From an optimization exercise on the open Yosys and OpenROAD flow, aimed at small area, a short achievable clock period and few clock cycles per item; shortcuts taken in it are not production practice. The RTL was checked by simulation tests, not by an equivalence proof against the original design.

==> trial 25: inputs <==
Design array_list_insert_remove_core, start of the top module:
module array_list_insert_remove_core
#(
    parameter int DEPTH = DEPTH_DEF
) (
    input  logic                 aclk,
    input  logic                 aresetn,
    input  logic                 s_tvalid,
    output logic                 s_tready,
    input  logic [S_TDATA_W-1:0] s_tdata,    
    output logic                 m_tvalid,
    input  logic                 m_tready,
    output logic [M_TDATA_W-1:0] m_tdata     
);
==> flow/config.mk <==
export PLATFORM = sky130hd
export DESIGN_NAME = array_list_insert_remove_core
export DESIGN_NICKNAME = array_list_insert_remove_core
export VERILOG_FILES = /design/flow/design.v
export SDC_FILE = /design/flow/constraint.sdc
export NUM_CORES = 8
export LEC_CHECK = 0
export CAP_MARGIN = 20
export CELL_PAD_IN_SITES_DETAIL_PLACEMENT = 1
export CORE_MARGIN = 2
export CORE_UTILIZATION = 25
export CTS_CLUSTER_DIAMETER = 80
export CTS_CLUSTER_SIZE = 24
export PLACE_DENSITY = 0.33
export SETUP_SLACK_MARGIN = 5
export SLEW_MARGIN = 20
export SYNTH_HIERARCHICAL = 1
export TNS_END_PERCENT = 10
==> flow/constraint.sdc <==
create_clock -name core_clock -period 8.5 [get_ports {aclk}]
set_input_delay 1.7000 -clock core_clock [delete_from_list [all_inputs] [get_ports {aclk}]]
set_output_delay 1.7000 -clock core_clock [all_outputs]
set_load 0.01 [all_outputs]
standard.sh (not shown) runs the stock make flow with config.mk's settings and CLKGATE_MAP_FILE= SYNTH_SCRIPT=/design/flow/synth_recipe.tcl, a recipe that flattens the netlist after the stock synthesis.
==> flow/flow/run.sh <==
#!/bin/bash
# The standard layout (the standard.sh: standard synthesis and the ORFS steps), with the
# port buffers that ORFS puts on every input and output made buf_4 cells rather than the
# default choice of buffer. Make's full output goes to flow_make.log.
set -euo pipefail
bash standard.sh BUFFER_PORTS_ARGS="-buffer_cell sky130_fd_sc_hd__buf_4" finish > flow_make.log 2>&1
==> inputs of build 68, as changes to trial 25 <==
--- a/flow/design.v
+++ b/flow/design.v
@@ -27,20 +27,19 @@
     input  logic                      s_tvalid,
     output logic                      s_tready,
     input  logic [CMD_W-1:0]          s_cmd,
     output logic                      m_tvalid,
     input  logic                      m_tready,
     output logic [M_TDATA_W-1:0]      m_tdata,
     output logic [CMD_W-1:0]          x_cmd,
-    output logic                      x_go_next,  
+    output logic                      x_go,      
     output logic                      x_free,    
     output logic [CMD_W-1:0]          n_cmd,     
     output logic [VALUE_W-1:0]        h_val,     
     input  logic                      pend,      
-    input  logic                      pend_next,
     input  logic                      r_fin,     
     input  logic [LEN_W+STATUS_W-1:0] x_stat,    
     input  logic [VALUE_W-1:0]        r_rd       
 );
     localparam int QN = 3;
     logic [1:0]       i_cnt_reg;
     logic [CMD_W-1:0] ia_reg, ib_reg;
@@ -55,55 +54,47 @@
     logic             deq;
     logic             room_reg;     
     logic             pop;
     logic             s_rdy_reg;    
     logic             m_vld_reg;    
     logic [1:0]       i_cnt_next;
     logic [1:0]       q_cnt_next;
-    logic             x_go;
-    logic             x_go_reg;     
-    logic             x_valid_next;
-    logic             room_next;
     assign s_tready = s_rdy_reg;
     assign accept   = s_tvalid && s_tready;
-    assign x_go     = x_go_reg;
+    assign x_go     = x_valid_reg && !pend && room_reg;
     assign x_free   = !x_valid_reg || x_go;
     assign deq      = x_free && (i_cnt_reg != 2'd0);
     assign pop      = m_tvalid && m_tready;
     assign n_cmd    = x_free ? ia_reg : x_cmd_reg;
     assign h_val    = ia_reg[OPCODE_W +: VALUE_W];
     assign x_cmd    = x_cmd_reg;
     assign r_res    = {r_rd, r_stat_reg};
     assign m_tvalid = m_vld_reg;
     assign m_tdata  = {(M_TDATA_W-RES_W)'(0), q_reg[0]};
     assign i_cnt_next = i_cnt_reg - 2'(deq) + 2'(accept);
     assign q_cnt_next = pop ? (q_cnt_reg + 2'(r_valid_reg) - 2'd1) : (q_cnt_reg + 2'(r_valid_reg));
-    assign x_valid_next = x_free ? (i_cnt_reg != 2'd0) : x_valid_reg;
-    assign room_next    = r_fin ? (q_cnt_next <= 2'd1) : (q_cnt_next <= 2'd2);
-    assign x_go_next    = aresetn && x_valid_next && !pend_next && room_next;
-    always_ff @(posedge aclk) begin
-        x_go_reg <= x_go_next;
-    end
     always_ff @(posedge aclk) begin
         if (!aresetn) begin
             i_cnt_reg   <= 2'd0;
             s_rdy_reg   <= 1'b1;
             x_valid_reg <= 1'b0;
             r_valid_reg <= 1'b0;
             q_cnt_reg   <= 2'd0;
             m_vld_reg   <= 1'b0;
             room_reg    <= 1'b1;
         end else begin
             i_cnt_reg <= i_cnt_next;
             s_rdy_reg <= (i_cnt_next != 2'd2);
-            x_valid_reg <= x_valid_next;
+            if (x_free) begin
+                x_valid_reg <= (i_cnt_reg != 2'd0);
+            end
             r_valid_reg <= r_fin;
             q_cnt_reg   <= q_cnt_next;
             m_vld_reg   <= (q_cnt_next != 2'd0);
-            room_reg    <= room_next;
+            room_reg    <= r_fin ? (q_cnt_next <= 2'd1) : (q_cnt_next <= 2'd2);
         end
     end
     logic [CMD_W-1:0] ia_src, ia_next, x_next;
     logic [RES_W-1:0] q_stay [QN];    
     logic [RES_W-1:0] q_move [QN];    
     logic [RES_W-1:0] q_next [QN];
     logic             ia_load;
@@ -132,20 +123,19 @@
 module alir_datapath
 #(
     parameter int DEPTH = DEPTH_DEF
 ) (
     input  logic                      aclk,
     input  logic                      aresetn,
     input  logic [CMD_W-1:0]          x_cmd,
-    input  logic                      x_go_next,
+    input  logic                      x_go,
     input  logic                      x_free,
     input  logic [CMD_W-1:0]          n_cmd,
     input  logic [VALUE_W-1:0]        h_val,
     output logic                      pend,
-    output logic                      pend_o_next,
     output logic                      r_fin,
     output logic [LEN_W+STATUS_W-1:0] x_stat,
     output logic [VALUE_W-1:0]        r_rd
 );
     localparam int AW = $clog2(DEPTH);
     localparam int LW = AW / 2;        
     localparam int HW = AW - LW;
@@ -183,15 +173,14 @@
     assign op    = x_cmd[OPCODE_W-1:0];
     assign val   = x_cmd[OPCODE_W +: VALUE_W];
     assign pos   = x_cmd[OPCODE_W + VALUE_W +: POS_W];
     assign n_pos = n_cmd[OPCODE_W + VALUE_W +: POS_W];
     logic [DEPTH-1:0] flag;       
     logic             pend_reg;   
     logic             pend_next;
-    logic             x_go;       
     logic [DEPTH-1:0] nflag;      
     logic [DEPTH-1:0] live;       
     logic [DEPTH-1:0] age_reg;    
     logic [LEN_W-1:0] count_reg;
     logic [DEPTH-1:0] ins_ge;     
     logic [DEPTH-1:0] first_ge;   
     logic [DEPTH-1:0] cmp;        
@@ -317,19 +306,15 @@
         if (do_ins) begin
             count_next = count_reg + 1'b1;
         end else if (do_dec) begin
             count_next = count_reg - 1'b1;
         end
     end
     assign x_stat = {count_next, pend_reg ? ST_OK : status};
-    assign pend_next   = aresetn && do_rv && more;
-    assign pend_o_next = pend_next;
-    always_ff @(posedge aclk) begin
-        x_go <= x_go_next;
-    end
+    assign pend_next = aresetn && do_rv && more;
     always_ff @(posedge aclk) begin
         pend_reg <= pend_next;
     end
     always_ff @(posedge aclk) begin
         if (!aresetn) begin
             count_reg <= '0;
             live      <= '0;
@@ -339,28 +324,20 @@
                 live <= {live[DEPTH-2:0], 1'b1};
             end else if (do_dec) begin
                 live <= {1'b0, live[DEPTH-1:1]};
             end
         end
     end
     always_ff @(posedge aclk) begin
-        age_reg <= age_next;
+        age_reg <= ~therm_lt(n_pos);
     end
     logic [VALUE_W-1:0] q   [DEPTH];
     logic [VALUE_W-1:0] rdn [DEPTH];    
     logic [DEPTH-1:0]   rsel;
-    logic [DEPTH-1:0]   age_next;
-    logic [VALUE_W-1:0] rd_any;
-    logic [VALUE_W-1:0] r_rd_reg;
-    assign age_next = ~therm_lt(n_pos);
-    assign rsel     = age_next & ~{age_next[DEPTH-2:0], 1'b0};
-    always_ff @(posedge aclk) begin
-        r_rd_reg <= (x_go && (op == OP_READ) && idx_ok) ? rd_any : '0;
-    end
-    assign r_rd = r_rd_reg;
+    assign rsel = (x_go && (op == OP_READ) && idx_ok) ? (age_reg & ~{age_reg[DEPTH-2:0], 1'b0}) : '0;
     for (genvar j = 0; j < DEPTH; j++) begin : g_cell
         logic take_val, take_below, take_above;
         logic [VALUE_W-1:0] below, above;
         logic c_below, c_above, fl_above, nf_above;
         if (j > 0) begin : g_below
             assign below      = q[j-1];
             assign c_below    = cmp[j-1];
@@ -422,17 +399,17 @@
         if (($clog2(k + 2) % 2) == (GW % 2)) begin : g_nor
             alir_nor2 #(VALUE_W) u_g (.a(rt[2*k+1]), .b(rt[2*k+2]), .y(rt[k]));
         end else begin : g_nand
             alir_nand2 #(VALUE_W) u_g (.a(rt[2*k+1]), .b(rt[2*k+2]), .y(rt[k]));
         end
     end
     if (GW % 2 == 1) begin : g_rd_odd
-        assign rd_any = ~rt[0];
+        assign r_rd = ~rt[0];
     end else begin : g_rd_even
-        assign rd_any = rt[0];
+        assign r_rd = rt[0];
     end
 endmodule
 module alir_cell
 (
     input  logic               aclk,
     input  logic               take_val,
     input  logic               take_below,
@@ -625,16 +602,15 @@
     output logic                 s_tready,
     input  logic [S_TDATA_W-1:0] s_tdata,    
     output logic                 m_tvalid,
     input  logic                 m_tready,
     output logic [M_TDATA_W-1:0] m_tdata     
 );
     logic [CMD_W-1:0]          x_cmd;
-    logic                      x_go_next;
-    logic                      pend_next;
+    logic                      x_go;
     logic                      pend;
     logic                      r_fin;
     logic [CMD_W-1:0]          n_cmd;
     logic                      x_free;
     logic [VALUE_W-1:0]        h_val;
     logic [LEN_W+STATUS_W-1:0] x_stat;
     logic [VALUE_W-1:0]        r_rd;
@@ -644,34 +620,32 @@
         .s_tvalid (s_tvalid),
         .s_tready (s_tready),
         .s_cmd    (s_tdata[CMD_W-1:0]),
         .m_tvalid (m_tvalid),
         .m_tready (m_tready),
         .m_tdata  (m_tdata),
         .x_cmd    (x_cmd),
-        .x_go_next (x_go_next),
+        .x_go     (x_go),
         .x_free   (x_free),
         .n_cmd    (n_cmd),
         .h_val    (h_val),
         .pend     (pend),
-        .pend_next (pend_next),
         .r_fin    (r_fin),
         .x_stat   (x_stat),
         .r_rd     (r_rd)
     );
     alir_datapath #(
         .DEPTH (DEPTH)
     ) u_datapath (
         .aclk    (aclk),
         .aresetn (aresetn),
         .x_cmd   (x_cmd),
-        .x_go_next (x_go_next),
+        .x_go    (x_go),
         .x_free  (x_free),
         .n_cmd   (n_cmd),
         .h_val   (h_val),
         .pend    (pend),
-        .pend_o_next (pend_next),
         .r_fin   (r_fin),
         .x_stat  (x_stat),
         .r_rd    (r_rd)
     );
 endmodule
==> inputs of trial 56, as changes to trial 25 <==
--- a/flow/design.v
+++ b/flow/design.v
@@ -345,22 +345,24 @@
     always_ff @(posedge aclk) begin
         age_reg <= age_next;
     end
     logic [VALUE_W-1:0] q   [DEPTH];
     logic [VALUE_W-1:0] rdn [DEPTH];    
     logic [DEPTH-1:0]   rsel;
     logic [DEPTH-1:0]   age_next;
-    logic [VALUE_W-1:0] rd_any;
-    logic [VALUE_W-1:0] r_rd_reg;
+    logic [VALUE_W-1:0] rd_part [4];       
+    logic [VALUE_W-1:0] r_part_reg [4];
     assign age_next = ~therm_lt(n_pos);
     assign rsel     = age_next & ~{age_next[DEPTH-2:0], 1'b0};
     always_ff @(posedge aclk) begin
-        r_rd_reg <= (x_go && (op == OP_READ) && idx_ok) ? rd_any : '0;
+        for (int i = 0; i < 4; i++) begin
+            r_part_reg[i] <= (x_go && (op == OP_READ) && idx_ok) ? rd_part[i] : '0;
+        end
     end
-    assign r_rd = r_rd_reg;
+    assign r_rd = r_part_reg[0] | r_part_reg[1] | r_part_reg[2] | r_part_reg[3];
     for (genvar j = 0; j < DEPTH; j++) begin : g_cell
         logic take_val, take_below, take_above;
         logic [VALUE_W-1:0] below, above;
         logic c_below, c_above, fl_above, nf_above;
         if (j > 0) begin : g_below
             assign below      = q[j-1];
             assign c_below    = cmp[j-1];
@@ -414,25 +416,23 @@
     logic [VALUE_W-1:0] rt [2*NG-1];
     for (genvar i = 0; i < NG; i++) begin : g_rd_leaf
         alir_nand4 #(VALUE_W) u_g (
             .a (rdn[4*i]), .b (rdn[4*i+1]), .c (rdn[4*i+2]), .d (rdn[4*i+3]),
             .y (rt[NG-1+i])
         );
     end
-    for (genvar k = NG - 2; k >= 0; k--) begin : g_rd_node
+    for (genvar k = NG - 2; k >= 3; k--) begin : g_rd_node
         if (($clog2(k + 2) % 2) == (GW % 2)) begin : g_nor
             alir_nor2 #(VALUE_W) u_g (.a(rt[2*k+1]), .b(rt[2*k+2]), .y(rt[k]));
         end else begin : g_nand
             alir_nand2 #(VALUE_W) u_g (.a(rt[2*k+1]), .b(rt[2*k+2]), .y(rt[k]));
         end
     end
-    if (GW % 2 == 1) begin : g_rd_odd
-        assign rd_any = ~rt[0];
-    end else begin : g_rd_even
-        assign rd_any = rt[0];
+    for (genvar i = 0; i < 4; i++) begin : g_rd_part
+        assign rd_part[i] = ~rt[3+i];
     end
 endmodule
 module alir_cell
 (
     input  logic               aclk,
     input  logic               take_val,
     input  logic               take_below,
- CORE_UTILIZATION: 25 -> 28
- PLACE_DENSITY: 0.33 -> 0.36
==> metrics.log <==
INFO  metric outcome = no timing/DRC/antenna violations
INFO  metric die-height = 1.06 mm
INFO  metric globalplace.congestion = 0.899
INFO  metric dp_worst_setup_slack = 2.96 ns
INFO  metric initial_cell_density_of_the_core = 25.1%
INFO  metric syn-mean-instance-area = 8.10 um2
INFO  metric holdCritStartpoint = u_datapath.age_reg[126]
INFO  metric detailroute.via_count = 298k
# the run above: build 68

==> metrics.log <==
INFO  metric outcome = no timing/DRC/antenna violations
INFO  metric holdCritStartpoint = u_ctrl.x_cmd_reg[42]
INFO  metric syn-mean-instance-area = 8.12 um2
INFO  metric die-height = 1.01 mm
INFO  metric detailroute.via_count = 306k
INFO  metric globalplace.congestion = 0.954
INFO  metric dp_worst_setup_slack = 3.31 ns
# the run above: trial 56

==> metrics.log <==
INFO  metric dp_worst_setup_slack = 3.45 ns
INFO  metric holdCritStartpoint = u_ctrl.x_cmd_reg[40]
INFO  metric die-height = 1.06 mm
INFO  metric syn-mean-instance-area = 8.09 um2
INFO  metric outcome = no timing/DRC/antenna violations
INFO  metric globalplace.congestion = 0.933
INFO  metric detailroute.via_count = 302k
INFO  metric initial_cell_density_of_the_core = 25.1%
# the run above: trial 25

Testbench counts of trial 25, summed over its fixed seeds: cycles 5,333, ops 4,800.
Testbench counts of build 68, summed over its fixed seeds: cycles 5,333, ops 4,800.
Testbench counts of trial 56, summed over its fixed seeds: cycles 5,333, ops 4,800.

port drivers added, routing unchanged:
The flow's constraints put no driver on any port. The routed layouts listed below were extracted and timed again, unchanged, in two steps.
Step 1 sets driving cells, clkbuf_16 on the clock port and buf_2 on the other inputs (assumed; they add their load-dependent delay and slew).
Step 2 moves the port delays by t, midway between the first and last clock arrival at a register: inputs arrive t later, outputs are due t later. That takes back most of the time a late clock gives input paths.
Slacks: ideal / step 1 / step 2; pairs: ideal / step 1.
| run | shift t [ns] | setup slack, ns | worst setup path at the end | worst register clock-pin slew, ns |
|---|---|---|---|---|
| trial 25 | 1.298 | 4.339 / 4.339 / 4.025 | input to register | 0.10 / 0.10 |
| build 68 | 1.276 | 4.711 / 4.711 / 4.112 | input to register | 0.10 / 0.10 |
| trial 56 | 1.256 | 4.718 / 4.689 / 4.287 | input to register | 0.10 / 0.10 |
After both steps every run listed still meets setup and hold. The setup slack of build 68, which loses most, moves by 0.000 ns with the drivers and by -0.599 ns with both steps.
